From an optimization exercise on the open Yosys and OpenROAD flow, aimed at small area, a short achievable clock period and few clock cycles; shortcuts taken in it are not production practice.
Function was checked by simulation only, so behaviour that the tests miss may differ from the original.
Power and IR drop assume default switching activity.

## the baseline
==> flow/design.v (excerpt) <==
module instruction_cache #(
   parameter int ADDR_W         = 32,
   parameter int DATA_W         = 32,
   parameter int LINES          = 16,
   parameter int WORDS_PER_LINE = 4
) (
   input  logic              clock,
   input  logic              reset,
   input  logic [ADDR_W-1:0] pc_addr,
   input  logic              pc_valid,
   output logic [DATA_W-1:0] instruction_out,
   output logic              stall,
   input  logic              flush,
   output logic              mem_req,
   output logic [ADDR_W-1:0] mem_addr,
   input  logic              mem_ack,
   input  logic [DATA_W-1:0] mem_rdata,
   output logic [31:0]       hit_count,
   output logic [31:0]       miss_count
);
   localparam int WORD_W = $clog2(WORDS_PER_LINE);
   localparam int IDX_W  = $clog2(LINES);
   localparam int OFF_W  = 2 + WORD_W;
   localparam int TAG_W  = ADDR_W - OFF_W - IDX_W;
   localparam int LINE_W = ADDR_W - OFF_W;
   localparam int WA_W   = ADDR_W - 2;
   logic [LINES-1:0]   valid_r;
   logic [TAG_W-1:0]   tag_r  [LINES];
   logic [DATA_W-1:0]  data_r [LINES][WORDS_PER_LINE];
   logic               av_r;       
   logic [LINE_W-1:0]  al_r;       
   logic [WORD_W-1:0]  aw_r;       
   logic [DATA_W-1:0]  d_r;        
   logic               v_r;        
   logic               aeq_r;      
   logic               rf_act_r;
   logic [LINE_W-1:0]  rf_line_r;
   logic [WORD_W-1:0]  rf_word_r;
   logic [WORD_W-1:0]  rf_n_r;
   logic               rf_abort_r;
   logic [31:0]        hit_r;
   logic [31:0]        miss_r;
   logic               w3_s;
   logic [LINE_W-1:0]  anl_s;      
   logic               str_s;
   logic               sel_nl_s;
   logic [LINE_W-1:0]  rd_line_s;
   logic [WORD_W-1:0]  rd_word_s;
   logic [LINE_W-1:0]  sq_line_s;
   logic [WORD_W-1:0]  sq_word_s;
   logic               pc_rf_s;
   logic [DATA_W-1:0]  rd_data_s;
   logic               eq_s;
   logic               mispred_s;
   logic               psel_s;
   logic               done_s;
   logic               rf_ack_s;
   logic               rf_last_s;
   logic               rf_free_s;
   logic               rf_load_s;
   logic               rf_start_s;
   logic [IDX_W-1:0]   rf_idx_s;
   logic               unused_byte_bits_s;
   assign unused_byte_bits_s = ^pc_addr[1:0];
   assign w3_s      = (aw_r == WORD_W'(WORDS_PER_LINE - 1));
   assign anl_s     = al_r + LINE_W'(1);
  ...
Settings: LEC_CHECK=0, ABC_CLOCK_PERIOD_IN_PS=4000, CAP_MARGIN=20, CORE_MARGIN=2, CORE_UTILIZATION=50, CTS_CLUSTER_DIAMETER=100, CTS_CLUSTER_SIZE=25, SETUP_SLACK_MARGIN=3.6, SLEW_MARGIN=20, SYNTH_HIERARCHICAL=1, SYNTH_MINIMUM_KEEP_SIZE=0; clock period 8.0 ns.
standard.sh (not shown) runs the stock make flow with config.mk's settings and CLKGATE_MAP_FILE= SYNTH_SCRIPT=/design/flow/synth_recipe.tcl, a recipe that flattens the netlist after the stock synthesis.
==> flow/flow/run.sh <==
#!/bin/bash
# The standard layout, with the port buffers that placement inserts made plain
# sky130_fd_sc_hd__buf_2 cells rather than the tool's default pick (a delay
# buffer); repair may resize them as usual.  The make output goes to
# standard_flow.log here; ORFS keeps each step's log under orfs/logs/.
set -euo pipefail
export BUFFER_PORTS_ARGS="-buffer_cell sky130_fd_sc_hd__buf_2"
bash standard.sh > standard_flow.log 2>&1
Testbench counts of the baseline, summed over its fixed seeds: cycles 42,624.
For the candidate, these inputs were changed with respect to the baseline:
Settings: CTS_CLUSTER_DIAMETER now 70, was 100; CTS_CLUSTER_SIZE now 20, was 25.
==> notes.md <==
- Sort the candidate and the baseline by number of antenna violations at the first check in global routing, descending, and the candidate comes first.
- Comparing the baseline against the candidate, there is no change at all in pre-CTS worst setup slack.
- Higher non-clock buffer count goes to the candidate over the baseline.
- On cell count: between the candidate and the baseline, it ends up higher for the candidate.
- Total half-perimeter wirelength after legalization and detailed placement: the baseline vs the candidate identical
- Taking the baseline as the reference, in the candidate cell depth of the worst flop-to-flop path saw a decrease, power consumption climbed 1.7 mW, global-route wire length before repair now sits higher, sum of routed wire length over all layers climbed 1.0%.

[re-timing with driven ports]
The results above use ideal ports. As a check the final layouts listed here were re-extracted and re-timed, cells and wires unchanged.
Step 1: set_driving_cell puts a clkbuf_16 on clock and a buf_2 on each other input, an assumption about the parent block.
Step 2, shift: input delay + t, output delay - t, t = (earliest + latest rising clock arrival at the registers) / 2. This alone moves slack from input paths to output paths.
a / b / c = ideal ports / drivers / drivers and shift; a / b = the first two.
| run | shift t [ns] | setup WS [ns] | worst slew at a driven data input, ns |
|---|---|---|---|
| the baseline | 0.901 | 3.314 / 3.296 / 2.395 | 0.20 |
| the candidate | 0.941 | 3.348 / 3.340 / 2.400 | 0.21 |
After both steps setup and hold are still met in every run listed. The setup slack of the candidate, which loses most, moves by -0.008 ns with the drivers and by -0.948 ns with both steps.
